What follows belongs to an exercise in optimizing a design on an open flow for small area; a production flow would make more cautious choices. Only the layout flow was run in this run; the RTL was not checked for function there. In this run the design's own scripts or RTL, not TritonCTS, make the clock network. No driver is modelled on the clock port, so clock power and skew are understated where the tree is cut down; a real chip needs a root buffer or a tree. Power is estimated from default activity; no workload was simulated.

==> flow/design.v <==
`timescale 1ns/1ns
package calc_cfg_pkg;
    localparam int DATA_W = 8;
    localparam int REG_DEPTH = 32;
    localparam int ADDR_W = $clog2(REG_DEPTH);
    localparam int SLOT_FIRST = 1;
    localparam int SLOT_LAST_BASE = 28;
    localparam int KEY_W = 4;
    localparam int LED_W = 16;
endpackage
`timescale 1ns/1ns
package calc_ctrl_pkg;
    typedef enum logic [4:0] {
        wait_a    = 5'd0,
        check_a   = 5'd1,
        error_a   = 5'd2,
        store_a   = 5'd3,
        read_a    = 5'd4,
        show_a    = 5'd5,
        wait_op   = 5'd6,
        check_op  = 5'd7,
        error_op  = 5'd8,
        hold_op   = 5'd9,
        wait_b    = 5'd10,
        check_b   = 5'd11,
        error_b   = 5'd12,
        store_b   = 5'd13,
        read_b    = 5'd14,
        show_b    = 5'd15,
        wait_ent  = 5'd16,
        check_ent = 5'd17,
        error_ent = 5'd18,
        load      = 5'd19,
        compute   = 5'd20,
        store_res = 5'd21,
        read_res  = 5'd22,
        show_res  = 5'd23,
        next      = 5'd24
    } calc_step_e;
    localparam logic [3:0] key_max_digit = 4'd9;
    localparam logic [3:0] key_enter = 4'd15;
    typedef enum logic [3:0] {
        op_add = 4'd10,
        op_sub = 4'd11,
        op_and = 4'd12,
        op_or  = 4'd13,
        op_xor = 4'd14
    } alu_op_e;
endpackage
`timescale 1ns/1ns
`timescale 1ns/1ns
`timescale 1ns/1ns
`timescale 1ns/1ns
module calc_top(clk_i, reset_i, key_i, key_valid_i, led_o, disp_we_o, disp_data_o);
  input clk_i;
  wire clk_i;
  input reset_i;
  wire reset_i;
  input [3:0] key_i;
  wire [3:0] key_i;
  input key_valid_i;
  wire key_valid_i;
  output [15:0] led_o;
  wire [15:0] led_o;
  output disp_we_o;
  wire disp_we_o;
  output [7:0] disp_data_o;
  wire [7:0] disp_data_o;
  wire _000_;
  wire _001_;
  wire _002_;
  wire _003_;
  wire _004_;
  wire _005_;
  wire _006_;
  wire _007_;
  wire _008_;
  wire _009_;
  wire _010_;
  wire _011_;
  wire _012_;
  wire _013_;
  wire _014_;
  wire _015_;
  wire _016_;
  wire _017_;
  wire _018_;
  wire _019_;
  wire _020_;
  wire _021_;
  wire _022_;
  wire _023_;
  wire _024_;
  wire _025_;
  wire _026_;
  wire _027_;
  wire _028_;
  wire _029_;
  wire _030_;
  wire _031_;
  wire _032_;
  wire _033_;
  wire _034_;
  wire _035_;
  wire _036_;
  wire _037_;
  wire _038_;
  wire _039_;
  wire _040_;
  wire _041_;
  wire _042_;
  wire _043_;
  wire _044_;
  wire _045_;
  wire _046_;
  wire _047_;
  wire _048_;
  wire _049_;
  wire _050_;
  wire _051_;
  wire _052_;
  wire _053_;
  wire _054_;
  wire _055_;
  wire _056_;
  wire _057_;
  wire _058_;
  wire _059_;
  wire _060_;
  wire _061_;
  wire _062_;
  wire _063_;
  wire _064_;
  wire _065_;
  wire _066_;
  wire _067_;
  wire _068_;
  wire _069_;
  wire _070_;
  wire _071_;
  wire _072_;
  wire _073_;
  wire _074_;
  wire _075_;
  wire _076_;
  wire _077_;
  wire _078_;
  wire _079_;
  wire _080_;
  wire _081_;
  wire _082_;
  wire _083_;
  wire _084_;
  wire _085_;
  wire _086_;
  wire _087_;
  wire _088_;
  wire _089_;
  wire _090_;
  wire _091_;
  wire _092_;
  wire _093_;
  wire _094_;
  wire _095_;
  wire _096_;
  wire _097_;
  wire _098_;
  wire _099_;
  wire _100_;
  wire _101_;
  wire _102_;
  wire _103_;
  wire _104_;
  wire _105_;
  wire _106_;
  wire _107_;
  wire _108_;
  wire _109_;
  wire _110_;
  wire _111_;
  wire _112_;
  wire _113_;
  wire _114_;
  wire _115_;
  wire _116_;
  wire _117_;
  wire _118_;
  wire _119_;
  wire _120_;
  wire _121_;
  wire _122_;
  wire _123_;
  wire _124_;
  wire _125_;
  wire _126_;
  wire _127_;
  wire _128_;
  wire _129_;
  wire _130_;
  wire _131_;
  wire _132_;
  wire _133_;
  wire _134_;
  wire _135_;
  wire _136_;
  wire _137_;
  wire _138_;
  wire _139_;
  wire _140_;
  wire _141_;
  wire _142_;
  wire _143_;
  wire _144_;
  wire _145_;
  wire _146_;
  wire _147_;
  wire [3:0] _148_;
  wire [3:0] _149_;
  wire a_load;
  reg [3:0] a_q;
  reg ent_q;
  reg [3:0] fill_q;
  wire is_next;
  reg [3:0] key_n_q;
  wire [3:0] key_q;
  wire op_load;
  reg [2:0] op_q;
  wire op_shown;
  reg [3:0] \ring_q[0] ;
  reg [3:0] \ring_q[1] ;
  reg [3:0] \ring_q[2] ;
  reg [3:0] \ring_q[3] ;
  reg [3:0] \ring_q[4] ;
  reg [3:0] \ring_q[5] ;
  reg [3:0] \ring_q[6] ;
  reg [3:0] \ring_q[7] ;
  reg [3:0] \ring_q[8] ;
  reg [3:0] \ring_q[9] ;
  wire [4:0] step_d;
  assign _021_ = 4'h1 >> { _020_, _011_ };
  assign _022_ = 4'h2 >> { _021_, _009_ };
  assign _023_ = 4'h4 >> { _022_, _018_ };
  assign _024_ = 4'h8 >> { fill_q[1], fill_q[3] };
  assign _025_ = 4'h4 >> { led_o[12], led_o[14] };
  assign _026_ = 4'h2 >> { led_o[12], led_o[14] };
  assign _027_ = 4'h1 >> { _026_, _025_ };
  assign _028_ = 4'h8 >> { _027_, led_o[13] };
  assign _029_ = 4'h1 >> { _028_, led_o[15] };
  assign _030_ = 4'h8 >> { _029_, _024_ };
  assign _031_ = 4'h4 >> { _030_, \ring_q[0] [2] };
  assign _032_ = 4'h1 >> { _029_, _009_ };
  assign _033_ = 4'h4 >> { _032_, key_n_q[2] };
  assign _034_ = 4'h1 >> { _033_, _031_ };
  assign disp_data_o[2] = 4'hb >> { _034_, _023_ };
  assign _035_ = 4'h2 >> { _128_, op_q[0] };
  assign _036_ = 4'h1 >> { _134_, op_q[2] };
  assign _037_ = 4'h4 >> { _036_, _035_ };
  assign _038_ = 4'h4 >> { _037_, _130_ };
  assign _039_ = 4'h1 >> { _038_, _015_ };
  assign _040_ = 4'h1 >> { _039_, _136_ };
  assign _041_ = 4'h2 >> { _014_, _136_ };
  assign _042_ = 4'h1 >> { _041_, _130_ };
  assign _043_ = 4'h1 >> { _042_, _037_ };
  assign _044_ = 4'h2 >> { _043_, _009_ };
  assign _045_ = 4'h4 >> { _044_, _040_ };
  assign _046_ = 4'h4 >> { _030_, \ring_q[0] [1] };
  assign _047_ = 4'h4 >> { _032_, key_n_q[1] };
  assign _048_ = 4'h1 >> { _047_, _046_ };
  assign disp_data_o[1] = 4'hb >> { _048_, _045_ };
  assign _049_ = 4'h4 >> { _030_, \ring_q[0] [0] };
  assign _050_ = 4'h4 >> { _032_, key_n_q[0] };
  assign _051_ = 4'h8 >> { _014_, _134_ };
  assign _052_ = 4'h4 >> { key_n_q[0], a_q[0] };
  assign _053_ = 4'h2 >> { _014_, _133_ };
  assign _054_ = 4'h1 >> { _053_, _052_ };
  assign _055_ = 4'h8 >> { _054_, _009_ };
  assign _056_ = 4'h4 >> { _055_, _051_ };
  assign _057_ = 4'h1 >> { _056_, _050_ };
  assign disp_data_o[0] = 4'hb >> { _057_, _049_ };
  assign _058_ = 4'h8 >> { fill_q[0], fill_q[1] };
  assign _059_ = 4'h8 >> { _058_, fill_q[2] };
  assign _060_ = 4'h1 >> { _058_, fill_q[2] };
  assign _149_[2] = 4'h1 >> { _060_, _059_ };
  assign _061_ = 4'h2 >> { _059_, fill_q[3] };
  assign _062_ = 4'h4 >> { _059_, fill_q[3] };
  assign _149_[3] = 4'he >> { _062_, _061_ };
  assign _063_ = 4'h8 >> led_o[13:12];
  assign _064_ = 4'h1 >> { _063_, led_o[11] };
  assign _065_ = 4'h4 >> { _064_, led_o[14] };
  assign _066_ = 4'h8 >> { led_o[11], led_o[12] };
  assign _067_ = 4'h4 >> { _066_, _008_ };
  assign step_d[1] = 4'h1 >> { _067_, _065_ };
  assign _001_ = 4'h2 >> { _024_, is_next };
  assign op_load = 4'h1 >> { led_o[14], led_o[15] };
  assign _068_ = 4'h8 >> { key_n_q[1], key_n_q[2] };
  assign _069_ = 4'h1 >> { _068_, key_n_q[3] };
  assign _070_ = 4'h4 >> { _027_, _007_ };
  assign _071_ = 4'h4 >> { _070_, _069_ };
  assign _072_ = 4'h2 >> { led_o[12], led_o[15] };
  assign _073_ = 4'h8 >> { _072_, ent_q };
  assign _074_ = 4'h1 >> { _073_, _071_ };
  assign _075_ = 4'h2 >> { led_o[13], led_o[11] };
  assign _076_ = 4'h4 >> { _075_, _074_ };
  assign _077_ = 4'h4 >> { _064_, _027_ };
  assign _078_ = 4'h2 >> { _025_, led_o[13] };
  assign _079_ = 4'h1 >> { _078_, key_valid_i };
  assign _080_ = 4'h1 >> { _079_, led_o[11] };
  assign _081_ = 4'h4 >> { _080_, _077_ };
  assign _082_ = 4'h8 >> { _066_, led_o[13] };
  assign _083_ = 4'h4 >> { _082_, led_o[14] };
  assign _084_ = 4'h1 >> { key_n_q[1], key_n_q[2] };
  assign _085_ = 4'h4 >> { _084_, key_n_q[0] };
  assign _086_ = 4'h2 >> { _085_, _069_ };
  assign _087_ = 4'h8 >> { _086_, _083_ };
  assign _088_ = 4'h1 >> { _087_, _009_ };
  assign _089_ = 4'h4 >> { _088_, _081_ };
  assign step_d[0] = 4'hb >> { _089_, _076_ };
  assign _090_ = 4'h4 >> { led_o[11], led_o[15] };
  assign _091_ = 4'h2 >> { _090_, led_o[13] };
  assign _092_ = 4'h1 >> { _091_, led_o[14] };
  assign _093_ = 4'h1 >> { _092_, _120_ };
  assign _094_ = 4'h1 >> { _064_, _118_ };
  assign _095_ = 4'h4 >> { _094_, _082_ };
  assign step_d[2] = 4'he >> { _095_, _093_ };
  assign _096_ = 4'h1 >> { _078_, led_o[15] };
  assign _002_ = 4'h8 >> { _096_, _080_ };
  assign _097_ = 4'h1 >> { _090_, _083_ };
  assign disp_we_o = 4'h1 >> { _097_, _029_ };
  assign _098_ = 4'h2 >> { disp_we_o, led_o[14] };
  assign step_d[4] = 4'h1 >> { _098_, op_load };
  assign led_o[0] = 4'he >> { _077_, is_next };
  assign _099_ = 4'h1 >> { is_next, op_q[2] };
  assign led_o[8] = 4'h2 >> { _099_, op_shown };
  assign disp_data_o[5] = 4'h8 >> { disp_data_o[4], op_q[0] };
  assign _100_ = 4'h1 >> { _140_, op_q[2] };
  assign _101_ = 4'h4 >> { key_n_q[3], a_q[3] };
  assign _102_ = 4'h2 >> { _101_, _100_ };
  assign _103_ = 4'h1 >> { _102_, _015_ };
  assign _104_ = 4'h2 >> { key_n_q[3], a_q[3] };
  assign _105_ = 4'h1 >> { _104_, _103_ };
  assign _106_ = 4'h4 >> { _104_, _014_ };
  assign _107_ = 4'h1 >> { _106_, _101_ };
  assign _108_ = 4'h1 >> { _107_, _100_ };
  assign _109_ = 4'h2 >> { _108_, _009_ };
  assign _110_ = 4'h4 >> { _109_, _105_ };
  assign _111_ = 4'h4 >> { _030_, \ring_q[0] [3] };
  assign _112_ = 4'h4 >> { _032_, key_n_q[3] };
  assign _113_ = 4'h1 >> { _112_, _111_ };
  assign disp_data_o[3] = 4'hb >> { _113_, _110_ };
  assign a_load = 4'h4 >> { op_load, led_o[12] };
  assign _114_ = 4'h2 >> { _082_, _120_ };
  assign step_d[3] = 4'he >> { _114_, _083_ };
  assign _115_ = 4'h8 >> { key_i[1], key_i[2] };
  assign _116_ = 4'h8 >> { key_i[3], key_i[0] };
  assign _000_ = 4'h8 >> { _116_, _115_ };
  assign _117_ = 4'h1 >> { fill_q[0], fill_q[1] };
  assign _149_[1] = 4'h1 >> { _117_, _058_ };
  assign key_q[0] = 2'h1 >> key_n_q[0];
  assign key_q[2] = 2'h1 >> key_n_q[2];
  assign key_q[1] = 2'h1 >> key_n_q[1];
  assign _005_ = 2'h1 >> key_i[2];
  assign _004_ = 2'h1 >> key_i[1];
  assign _003_ = 2'h1 >> key_i[0];
  assign _148_[0] = 2'h1 >> fill_q[0];
  assign _006_ = 2'h1 >> key_i[3];
  assign key_q[3] = 2'h1 >> key_n_q[3];
  assign is_next = 4'h8 >> { led_o[14], led_o[15] };
  assign _118_ = 4'h1 >> led_o[13:12];
  assign _119_ = 4'h4 >> { _118_, led_o[11] };
  assign _120_ = 4'h2 >> { _119_, led_o[14] };
  assign op_shown = 4'he >> { _120_, led_o[15] };
  assign _121_ = 4'h1 >> { is_next, op_q[1] };
  assign led_o[7] = 4'h2 >> { _121_, op_shown };
  assign _122_ = 4'h1 >> { is_next, op_q[0] };
  assign led_o[6] = 4'h2 >> { _122_, op_shown };
  assign _123_ = 4'h1 >> { a_q[2], op_q[0] };
  assign _124_ = 4'h8 >> { a_q[2], op_q[0] };
  assign _125_ = 4'h1 >> { _124_, _123_ };
  assign _126_ = 4'h4 >> { _125_, key_n_q[2] };
  assign _127_ = 4'h2 >> { _125_, key_n_q[2] };
  assign _128_ = 4'h1 >> { key_n_q[0], a_q[0] };
  assign _129_ = 4'h8 >> { a_q[1], op_q[0] };
  assign _130_ = 4'h4 >> { key_n_q[1], a_q[1] };
  assign _131_ = 4'h1 >> { _130_, _129_ };
  assign _132_ = 4'h1 >> { _131_, _128_ };
  assign _133_ = 4'h2 >> { key_n_q[0], a_q[0] };
  assign _134_ = 4'h1 >> { _133_, op_q[0] };
  assign _135_ = 4'h1 >> { _134_, _129_ };
  assign _136_ = 4'h2 >> { key_n_q[1], a_q[1] };
  assign _137_ = 4'h1 >> { _136_, _135_ };
  assign _138_ = 4'h1 >> { _137_, _132_ };
  assign _139_ = 4'h4 >> { _138_, _127_ };
  assign _140_ = 4'h1 >> { _139_, _126_ };
  assign _141_ = 4'h4 >> { a_q[3], op_q[0] };
  assign _142_ = 4'h2 >> { a_q[3], op_q[0] };
  assign _143_ = 4'h1 >> { _142_, _141_ };
  assign _144_ = 4'h8 >> { _143_, key_n_q[3] };
  assign _145_ = 4'h1 >> { _144_, _140_ };
  assign _146_ = 4'h1 >> { _143_, key_n_q[3] };
  assign _147_ = 4'h1 >> { _146_, _145_ };
  assign _007_ = 4'h2 >> { led_o[14], led_o[15] };
  assign _008_ = 4'h8 >> { _007_, led_o[13] };
  assign _009_ = 4'h8 >> { _008_, led_o[12] };
  assign _010_ = 4'h4 >> { _009_, op_q[2] };
  assign disp_data_o[4] = 4'h4 >> { _010_, _147_ };
  assign _011_ = 4'h4 >> { _138_, op_q[2] };
  assign _012_ = 4'h4 >> { key_n_q[2], a_q[2] };
  assign _013_ = 4'h2 >> { _012_, _011_ };
  assign _014_ = 4'h4 >> op_q[2:1];
  assign _015_ = 4'h4 >> { _014_, op_q[0] };
  assign _016_ = 4'h1 >> { _015_, _013_ };
  assign _017_ = 4'h2 >> { key_n_q[2], a_q[2] };
  assign _018_ = 4'h1 >> { _017_, _016_ };
  assign _019_ = 4'h4 >> { _017_, _014_ };
  assign _020_ = 4'h1 >> { _019_, _012_ };
  always @(posedge clk_i)
    if (is_next) \ring_q[7] [0] <= \ring_q[8] [0];
  always @(posedge clk_i)
    if (is_next) \ring_q[7] [1] <= \ring_q[8] [1];
  always @(posedge clk_i)
    if (is_next) \ring_q[7] [2] <= \ring_q[8] [2];
  always @(posedge clk_i)
    if (is_next) \ring_q[7] [3] <= \ring_q[8] [3];
  always @(posedge clk_i)
    if (is_next) \ring_q[6] [0] <= \ring_q[7] [0];
  always @(posedge clk_i)
    if (is_next) \ring_q[6] [1] <= \ring_q[7] [1];
  always @(posedge clk_i)
    if (is_next) \ring_q[6] [2] <= \ring_q[7] [2];
  always @(posedge clk_i)
    if (is_next) \ring_q[6] [3] <= \ring_q[7] [3];
  always @(posedge clk_i)
    if (is_next) \ring_q[5] [0] <= \ring_q[6] [0];
  always @(posedge clk_i)
    if (is_next) \ring_q[5] [1] <= \ring_q[6] [1];
  always @(posedge clk_i)
    if (is_next) \ring_q[5] [2] <= \ring_q[6] [2];
  always @(posedge clk_i)
    if (is_next) \ring_q[5] [3] <= \ring_q[6] [3];
  always @(posedge clk_i)
    if (is_next) \ring_q[4] [0] <= \ring_q[5] [0];
  always @(posedge clk_i)
    if (is_next) \ring_q[4] [1] <= \ring_q[5] [1];
  always @(posedge clk_i)
    if (is_next) \ring_q[4] [2] <= \ring_q[5] [2];
  always @(posedge clk_i)
    if (is_next) \ring_q[4] [3] <= \ring_q[5] [3];
  always @(posedge clk_i)
    if (is_next) \ring_q[3] [0] <= \ring_q[4] [0];
  always @(posedge clk_i)
    if (is_next) \ring_q[3] [1] <= \ring_q[4] [1];
  always @(posedge clk_i)
    if (is_next) \ring_q[3] [2] <= \ring_q[4] [2];
  always @(posedge clk_i)
    if (is_next) \ring_q[3] [3] <= \ring_q[4] [3];
  always @(posedge clk_i)
    if (is_next) \ring_q[2] [0] <= \ring_q[3] [0];
  always @(posedge clk_i)
    if (is_next) \ring_q[2] [1] <= \ring_q[3] [1];
  always @(posedge clk_i)
    if (is_next) \ring_q[2] [2] <= \ring_q[3] [2];
  always @(posedge clk_i)
    if (is_next) \ring_q[2] [3] <= \ring_q[3] [3];
  always @(posedge clk_i)
    if (is_next) \ring_q[1] [0] <= \ring_q[2] [0];
  always @(posedge clk_i)
    if (is_next) \ring_q[1] [1] <= \ring_q[2] [1];
  always @(posedge clk_i)
    if (is_next) \ring_q[1] [2] <= \ring_q[2] [2];
  always @(posedge clk_i)
    if (is_next) \ring_q[1] [3] <= \ring_q[2] [3];
  always @(posedge clk_i)
    if (is_next) \ring_q[0] [0] <= \ring_q[1] [0];
  always @(posedge clk_i)
    if (is_next) \ring_q[0] [1] <= \ring_q[1] [1];
  always @(posedge clk_i)
    if (is_next) \ring_q[0] [2] <= \ring_q[1] [2];
  always @(posedge clk_i)
    if (is_next) \ring_q[0] [3] <= \ring_q[1] [3];
  always @(posedge clk_i)
    if (op_load) op_q[0] <= key_q[0];
  always @(posedge clk_i)
    if (op_load) op_q[1] <= key_q[1];
  always @(posedge clk_i)
    if (op_load) op_q[2] <= key_q[2];
  always @(posedge clk_i, posedge reset_i)
    if (reset_i) fill_q[0] <= 1'h0;
    else if (_001_) fill_q[0] <= _148_[0];
  always @(posedge clk_i, posedge reset_i)
    if (reset_i) fill_q[1] <= 1'h0;
    else if (_001_) fill_q[1] <= _149_[1];
  always @(posedge clk_i, posedge reset_i)
    if (reset_i) fill_q[2] <= 1'h0;
    else if (_001_) fill_q[2] <= _149_[2];
  always @(posedge clk_i, posedge reset_i)
    if (reset_i) fill_q[3] <= 1'h0;
    else if (_001_) fill_q[3] <= _149_[3];
  always @(posedge clk_i)
    if (a_load) a_q[0] <= key_q[0];
  always @(posedge clk_i)
    if (a_load) a_q[1] <= key_q[1];
  always @(posedge clk_i)
    if (a_load) a_q[2] <= key_q[2];
  always @(posedge clk_i)
    if (a_load) a_q[3] <= key_q[3];
  always @(posedge clk_i)
    if (is_next) \ring_q[8] [0] <= \ring_q[9] [0];
  always @(posedge clk_i)
    if (is_next) \ring_q[8] [1] <= \ring_q[9] [1];
  always @(posedge clk_i)
    if (is_next) \ring_q[8] [2] <= \ring_q[9] [2];
  always @(posedge clk_i)
    if (is_next) \ring_q[8] [3] <= \ring_q[9] [3];
  always @(posedge clk_i)
    if (_002_) key_n_q[0] <= _003_;
  always @(posedge clk_i)
    if (_002_) key_n_q[1] <= _004_;
  always @(posedge clk_i)
    if (_002_) key_n_q[2] <= _005_;
  always @(posedge clk_i)
    if (_002_) key_n_q[3] <= _006_;
  always @(posedge clk_i)
    if (is_next) \ring_q[9] [0] <= key_n_q[0];
  always @(posedge clk_i)
    if (is_next) \ring_q[9] [1] <= key_n_q[1];
  always @(posedge clk_i)
    if (is_next) \ring_q[9] [2] <= key_n_q[2];
  always @(posedge clk_i)
    if (is_next) \ring_q[9] [3] <= key_n_q[3];
  reg \led_o_reg[11] ;
  always @(posedge clk_i, posedge reset_i)
    if (reset_i) \led_o_reg[11]  <= 1'h0;
    else \led_o_reg[11]  <= step_d[0];
  assign led_o[11] = \led_o_reg[11] ;
  reg \led_o_reg[12] ;
  always @(posedge clk_i, posedge reset_i)
    if (reset_i) \led_o_reg[12]  <= 1'h0;
    else \led_o_reg[12]  <= step_d[1];
  assign led_o[12] = \led_o_reg[12] ;
  reg \led_o_reg[13] ;
  always @(posedge clk_i, posedge reset_i)
    if (reset_i) \led_o_reg[13]  <= 1'h0;
    else \led_o_reg[13]  <= step_d[2];
  assign led_o[13] = \led_o_reg[13] ;
  reg \led_o_reg[14] ;
  always @(posedge clk_i, posedge reset_i)
    if (reset_i) \led_o_reg[14]  <= 1'h0;
    else \led_o_reg[14]  <= step_d[3];
  assign led_o[14] = \led_o_reg[14] ;
  reg \led_o_reg[15] ;
  always @(posedge clk_i, posedge reset_i)
    if (reset_i) \led_o_reg[15]  <= 1'h0;
    else \led_o_reg[15]  <= step_d[4];
  assign led_o[15] = \led_o_reg[15] ;
  always @(posedge clk_i)
    ent_q <= _000_;
  assign _148_[3:1] = fill_q[3:1];
  assign _149_[0] = _148_[0];
  assign disp_data_o[7:6] = { disp_data_o[5], disp_data_o[5] };
  assign { led_o[10:9], led_o[5:1] } = { is_next, op_shown, is_next, is_next, is_next, is_next, is_next };
endmodule
==> flow/flow/run.sh <==
#!/bin/bash
# Standard synthesis, then the standard layout steps with these changes:
#  - after floorplan, abc's buffers are removed, the logic is remapped for area
#    (restructure) and each logic cell is set to
#    the smallest drive of its family (placement repair upsizes where needed);
#  - the port buffers are the smallest buffer cell;
#  - the clock tree is four clkbuf_8, each driving a quarter of the registers
#    (balanced k-means clusters), fed from the clock port (flow/clock_tree.tcl).
set -uo pipefail
HERE=$(pwd)
bash standard.sh synth > synth.log 2>&1 || exit 1
export REMOVE_ABC_BUFFERS=1
export POST_FLOORPLAN_TCL=$HERE/flow/post_floorplan.tcl
export BUFFER_PORTS_ARGS="-buffer_cell sky130_fd_sc_hd__buf_1"
export PRE_CTS_TCL=$HERE/flow/clock_tree.tcl
export CTS_ARGS="-sink_clustering_enable -repair_clock_nets -dont_use_dummy_load -buf_list sky130_fd_sc_hd__clkbuf_4 -root_buf sky130_fd_sc_hd__clkbuf_4 -sink_clustering_size 20 -sink_clustering_max_diameter 100"
bash standard.sh finish > layout.log 2>&1
==> flow/flow/clock_tree.tcl <==
# Clock tree of K leaf buffers, each driving one k-means cluster of the
# registers, all fed straight from the clock port.
proc my_clock_tree {K master_name} {
  set db [ord::get_db]
  set block [ord::get_db_block]
  set master [$db findMaster $master_name]
  set clk [$block findNet clk_i]
  set sinks {}
  foreach it [$clk getITerms] {
    set inst [$it getInst]
    set xy [$inst getLocation]
    lappend sinks [list $it [expr {[lindex $xy 0] + [[$inst getMaster] getWidth]/2}] [expr {[lindex $xy 1] + [[$inst getMaster] getHeight]/2}]]
  }
  set n [llength $sinks]
  # k-means, seeded with sinks spread through the list sorted by x+y
  set sorted [lsort -real -index 1 $sinks]
  set cents {}
  for {set k 0} {$k < $K} {incr k} {
    set s [lindex $sorted [expr {int(($k + 0.5) * $n / $K)}]]
    lappend cents [list [lindex $s 1] [lindex $s 2]]
  }
  for {set iter 0} {$iter < 50} {incr iter} {
    # balanced assignment: closest (sink, centre) pairs first, at most cap per centre
    set cap [expr {int(ceil(double($n) / $K))}]
    set pairs {}
    set i 0
    foreach s $sinks {
      for {set k 0} {$k < $K} {incr k} {
        set c [lindex $cents $k]
        lappend pairs [list [expr {abs([lindex $s 1]-[lindex $c 0]) + abs([lindex $s 2]-[lindex $c 1])}] $i $k]
      }
      incr i
    }
    set assign [lrepeat $n -1]
    set cnt [lrepeat $K 0]
    foreach p [lsort -real -index 0 $pairs] {
      lassign $p d i k
      if {[lindex $assign $i] >= 0 || [lindex $cnt $k] >= $cap} { continue }
      lset assign $i $k
      lset cnt $k [expr {[lindex $cnt $k] + 1}]
    }
    set newc {}
    for {set k 0} {$k < $K} {incr k} {
      set sx 0; set sy 0; set m 0
      foreach s $sinks a $assign {
        if {$a == $k} { set sx [expr {$sx + [lindex $s 1]}]; set sy [expr {$sy + [lindex $s 2]}]; incr m }
      }
      if {$m > 0} { lappend newc [list [expr {$sx / $m}] [expr {$sy / $m}]] } else { lappend newc [lindex $cents $k] }
    }
    set cents $newc
  }
  for {set k 0} {$k < $K} {incr k} {
    set net [odb::dbNet_create $block "clknet_leaf_$k"]
    $net setSigType CLOCK
    set buf [odb::dbInst_create $block $master "clkbuf_leaf_$k"]
    [$buf findITerm A] connect $clk
    [$buf findITerm X] connect $net
    set c [lindex $cents $k]
    $buf setLocation [expr {int([lindex $c 0])}] [expr {int([lindex $c 1])}]
    $buf setPlacementStatus PLACED
    set m 0
    foreach s $sinks a $assign {
      if {$a == $k} { set it [lindex $s 0]; $it disconnect; $it connect $net; incr m }
    }
    puts "my_clock_tree: clkbuf_leaf_$k drives $m registers"
  }
}

# Used as PRE_CTS_TCL: ORFS's cts.tcl then calls this in place of TritonCTS,
# and goes on with its own placement legalisation and timing repair.
rename clock_tree_synthesis tritoncts_clock_tree_synthesis
proc clock_tree_synthesis {args} {
  my_clock_tree 4 sky130_fd_sc_hd__clkbuf_8
  set_propagated_clock [all_clocks]
}
==> flow/flow/downsize.tcl <==
# Swap each combinational cell for the smallest cell of the same family
# (same function, lower drive); later repair steps upsize where timing,
# slew or capacitance need it.
proc downsize_cells {} {
  set db [ord::get_db]
  set block [ord::get_db_block]
  set saved 0.0
  set n 0
  foreach inst [$block getInsts] {
    set m [$inst getMaster]
    set name [$m getName]
    if {![regexp {^sky130_fd_sc_hd__([a-z0-9]+)_([0-9]+)$} $name -> base drive]} { continue }
    if {[regexp {^(s?e?df|dl|tap|fill|decap|conb|diode|clkbuf|clkdly|dlygate|dlymetal|probe|lpflow)} $base]} { continue }
    set best $name
    set best_area [expr {[$m getWidth] * [$m getHeight]}]
    foreach lc [get_lib_cells */sky130_fd_sc_hd__${base}_*] {
      set cname [get_name $lc]
      if {![regexp "^sky130_fd_sc_hd__${base}_\[0-9\]+\$" $cname]} { continue }
      if {[get_property $lc dont_use]} { continue }
      set cm [$db findMaster $cname]
      if {$cm == "NULL"} { continue }
      set a [expr {[$cm getWidth] * [$cm getHeight]}]
      if {$a < $best_area} { set best $cname; set best_area $a }
    }
    if {$best ne $name} {
      set old [expr {[$m getWidth] * [$m getHeight]}]
      replace_cell [$inst getName] $best
      set saved [expr {$saved + ($old - $best_area) / 1e6}]
      incr n
    }
  }
  puts "downsize_cells: $n cells, [format %.2f $saved] um2 saved"
}
downsize_cells
==> flow/flow/post_floorplan.tcl <==
# After floorplan: remap the logic between registers and ports for area
# (OpenROAD's restructure, which runs abc), then set each logic cell to the
# smallest drive of its family; placement repair upsizes where needed.
set lib [lindex [glob $::env(PLATFORM_DIR)/lib/sky130_fd_sc_hd__tt_025C_1v80.lib] 0]
file mkdir $::env(OBJECTS_DIR)/restructure
restructure -target area -liberty_file $lib \
  -tielo_port sky130_fd_sc_hd__conb_1/LO -tiehi_port sky130_fd_sc_hd__conb_1/HI \
  -work_dir $::env(OBJECTS_DIR)/restructure
source [file join [file dirname [info script]] downsize.tcl]
==> flow/standard.sh <==
#!/bin/bash
# synth_recipe.tcl (not shown) runs the flow's synth.tcl, then flattens the netlist and writes it again
# the make line also repeats each setting of config.mk as NAME=value (left out here)
make -C /OpenROAD-flow-scripts/flow DESIGN_CONFIG=/design/flow/config.mk WORK_HOME=/design/flow/orfs CLKGATE_MAP_FILE= SYNTH_SCRIPT=/design/flow/synth_recipe.tcl "${@:-finish}"
==> flow/config.mk <==
export PLATFORM = sky130hd
export DESIGN_NAME = calc_top
export DESIGN_NICKNAME = calc_top
export VERILOG_FILES = /design/flow/design.v
export SDC_FILE = /design/flow/constraint.sdc
export NUM_CORES = 4
export LEC_CHECK = 0
export ABC_AREA = 1
export CAP_MARGIN = 20
export CORE_MARGIN = 2
export CORE_UTILIZATION = 65
export PLACE_DENSITY = 0.8
export SLEW_MARGIN = 20
==> flow/constraint.sdc <==
create_clock -name core_clock -period 10.0 [get_ports {clk_i}]
set_input_delay 2.0000 -clock core_clock [delete_from_list [all_inputs] [get_ports {clk_i}]]
set_output_delay 2.0000 -clock core_clock [all_outputs]
set_load 0.01 [all_outputs]
==> impl_metrics.csv <==
group,metric,value,unit
status,status,"finished clean",
setup_path,cp.arrival,2.28,ns
synthesis,synth_top_area_share,58.3,%
synthesis,synth_cell_type_count,31,
detailed_routing,wl_per_cell,15.0,µm
synthesis,avgSynthCellArea,11.7,µm²
setup_path,crit_fanout,9,
pwr,p_per_area,309,nW/µm²
global_routing,antenna_found_initial,0,
setup_path,end_kind,"output pin",
global_routing,grt_use_total,17.2,%
clocking,clkLatencyLatePin,0.15,ns
setup_path,critPathMaxStageDelay,0.52,ns
clocking,cts_resized,0,
clocking,hold_buffers,0,
placed_design,pre_cts_slack,5.95,ns
sta,worst_pin_slew,0.564,ns
final_layout,top_register,"ring_q",
detailed_routing,drt_iter0_drc,121,
pwr,power,816,µW
sta,fin_crit,4.28,ns
setup_path,cpLargestDelayFamily,"simple AND/OR/NAND/NOR gates",
sta,rsz0062_at_grt,"no",
placed_design,place_congestion,0.943,
floorplan,rows,23,
clocking,clkTransAtPathRegs,0.09,ns
placed_design,dp_hpwl,2.78,mm
global_routing,grt_overflow_total,0,
detailed_routing,antenna_left,0,
sta,setup_violations,0,
final_layout,diodes,0,
floorplan,dieHeight,67.6,µm
detailed_routing,post-route-drc-count,0,
setup_path,worst-path-buf-inv,2,
detailed_routing,vias,1537,
sta,finalCritPeriodShare,42.8,%
sta,timing.final.ws_setup,5.72,ns
setup_path,slowest_stage,"dfrtp_1",
setup_path,worstPathRequired,8.00,ns
floorplan,dieArea,4570,µm²
sta,clock-skew-final,0.0104,ns
synthesis,ys_warn_count,1,
synthesis,yosysSeqAreaShare,67.6,%
floorplan,ioPinCount,32,
final_layout,final_nets,222,
detailed_routing,vias_per_cell,5.84,
synthesis,ys_ff_latch,61,
floorplan,die_w,67.6,µm
min_path,min_path_type,"register to register",
global_routing,grt_pass1_vias,1266,
final_layout,largest_reg_flops,40,
pwr,ir_drop,0.207,mV
clocking,post_cts_buffers,0,
setup_path,path_cells,"clkinv_1 -> nor3_1 -> nand2_1 -> a2111oi_0 -> nor2b_1 -> buf_1",
sta,hold_viol,0,
floorplan,initial_utilization,66.6,%
job,cap_viol_max_count,0,
placed_design,io_buffers,31,
sta,max_freq,0.233,GHz
final_layout,areaGrowthSynthToFinish,0.524,%
setup_path,r2r_slack,7.91,ns
synthesis,synthCells,225,
synthesis,synth_area_leaders,"edfxtp_1 58%, dfrtp_1 8.6%, nand2_1 5.9%",
final_layout,drive_gt1_share,2.82,%
setup_path,startpoint_type,"register",
floorplan,core_area,3940,µm²
pwr,p_leak,0.849,nW
global_routing,grt_max_degree,49,
synthesis,syn_area,2630,µm²
sta,maxSlewViolCount,0,
sta,relSlewSlack,62.1,%
synthesis,yosys.area.top_type,"edfxtp_1",
setup_path,path_class,"register to output pin",
detailed_routing,routed_wl,3.95,mm
detailed_routing,dr.pass1.iters,4,
sta,setup-tns-final,0,ns
global_routing,grt_pass1_wl,5.94,mm
sta,hold_slack,0.425,ns
-- layout by cell type, fill, tap and decap left out, types with 4 or more instances in the layout --
| master | count |
|---|---|
| o221ai_1 | 5 |
| o22ai_1 | 10 |
| a21oi_1 | 4 |
| nor3_1 | 5 |
| buf_1 | 31 |
| edfxtp_1 | 51 |
| dfrtp_1 | 9 |
| clkinv_1 | 28 |
| nor2_1 | 19 |
| clkbuf_8 | 4 |
| nand2_1 | 9 |
| o21ai_0 | 10 |
| o32a_1 | 4 |
-- power by group --
part	switching (mW)	leakage (nW)	internal [mW]	total, mW
combinational	0.194	0.237	0.0949	0.289
sequential	0.0523	0.583	0.384	0.436
clock	0.0542	0.0288	0.0368	0.0911
total	0.301	0.849	0.516	0.816
-- layer usage --
layer | GRT usage, % | wire length [µm]
met5 | 0 | 0
met4 | 2.04 | 26
met3 | 1.83 | 300
met2 | 27.6 | 1810
met1 | 26.5 | 1810
-- metrics by stage --
stage	utilization (%)	area, µm²	cells
finish	67.0	2640	263
global route	67.0	2640	263
detailed placement	65.6	2590	259
floorplan	-	2510	210
CTS	67.0	2640	263
global placement	65.6	2590	259
-- layout make-up --
cell class | count | area, µm²
flip-flops and latches | 61 | 1780
fillers | 285 | 1300
plain buffers | 4 | 55.1
multi-input cells | 88 | 518
repair buffers | 32 | 124
well taps | 50 | 62.6
inverters | 28 | 105
-- worst reg2reg max path, delay by kind of cell (launching register included) --
kind                   cells  cell delay [ns]
XOR/XNOR                   1             0.18
buffers and inverters      2             0.74
flip-flops                 1             0.48
AND/OR/NAND/NOR            3             0.64
-- cells in the mapped netlist, drive strengths merged --
master	number
o2111ai	1
o32ai	1
o21bai	1
dfrtp	9
a211oi	1
nand3	11
nand2	44
a21o	1
a311oi	1
edfxtp	51
nor3	2
inv	32
a21oi	9
ha	3
nor4	1
o22ai	2
o221ai	2
dfxtp	1
xnor2	3
nor2	21
or2	1
o21ai	12
buf	15
-- cells by family (layout without fill, tap and decap cells) --
| family | after synthesis | after routing | synth area share [%] |
|---|---|---|---|
| xor+xnor | 3 | 1 | 1.00 |
| simple gates | 80 | 38 | 13.4 |
| buf+inv | 47 | 64 | 9.00 |
| flops | 61 | 61 | 67.6 |
| compound gates | 31 | 49 | 7.57 |
| fa+ha+maj | 3 | 0 | 1.43 |
-- path summary, 6_finish.rpt --
check                                   start             end  cells after the start
worst min register to register   ring_q[4][1]    ring_q[3][1]                      0
worst max-delay path                 register  disp_data_o[7]                      6
max in group asynchronous             reset_i   led_o_reg[11]                      2
worst min-delay path             ring_q[4][1]    ring_q[3][1]                      0
min in group asynchronous             reset_i       fill_q[2]                      2
worst max register to register  led_o_reg[14]       fill_q[2]                      6

static timing again, ports no longer ideal:
How much do the figures lean on ideal ports? The routed layout below was timed once more, with nothing changed but the port constraints.
Step 1 assumes that a clkbuf_16 drives the clock port and a buf_2 every other input.
Step 2, shift: input delay + t, output delay - t, t = (earliest + latest rising clock arrival at the registers) / 2. This alone moves slack from input paths to output paths.
Three values: ideal, step 1, step 2; two values: the first two.
t (ns): 0.196
slack for setup (ns): 5.717 / 5.666 / 5.861
hold WS [ns]: 0.425 / 0.425 / 0.425
After both steps this run still meets setup and hold. For this run, drivers alone change the setup slack by -0.051 ns; drivers and shift together by +0.144 ns.
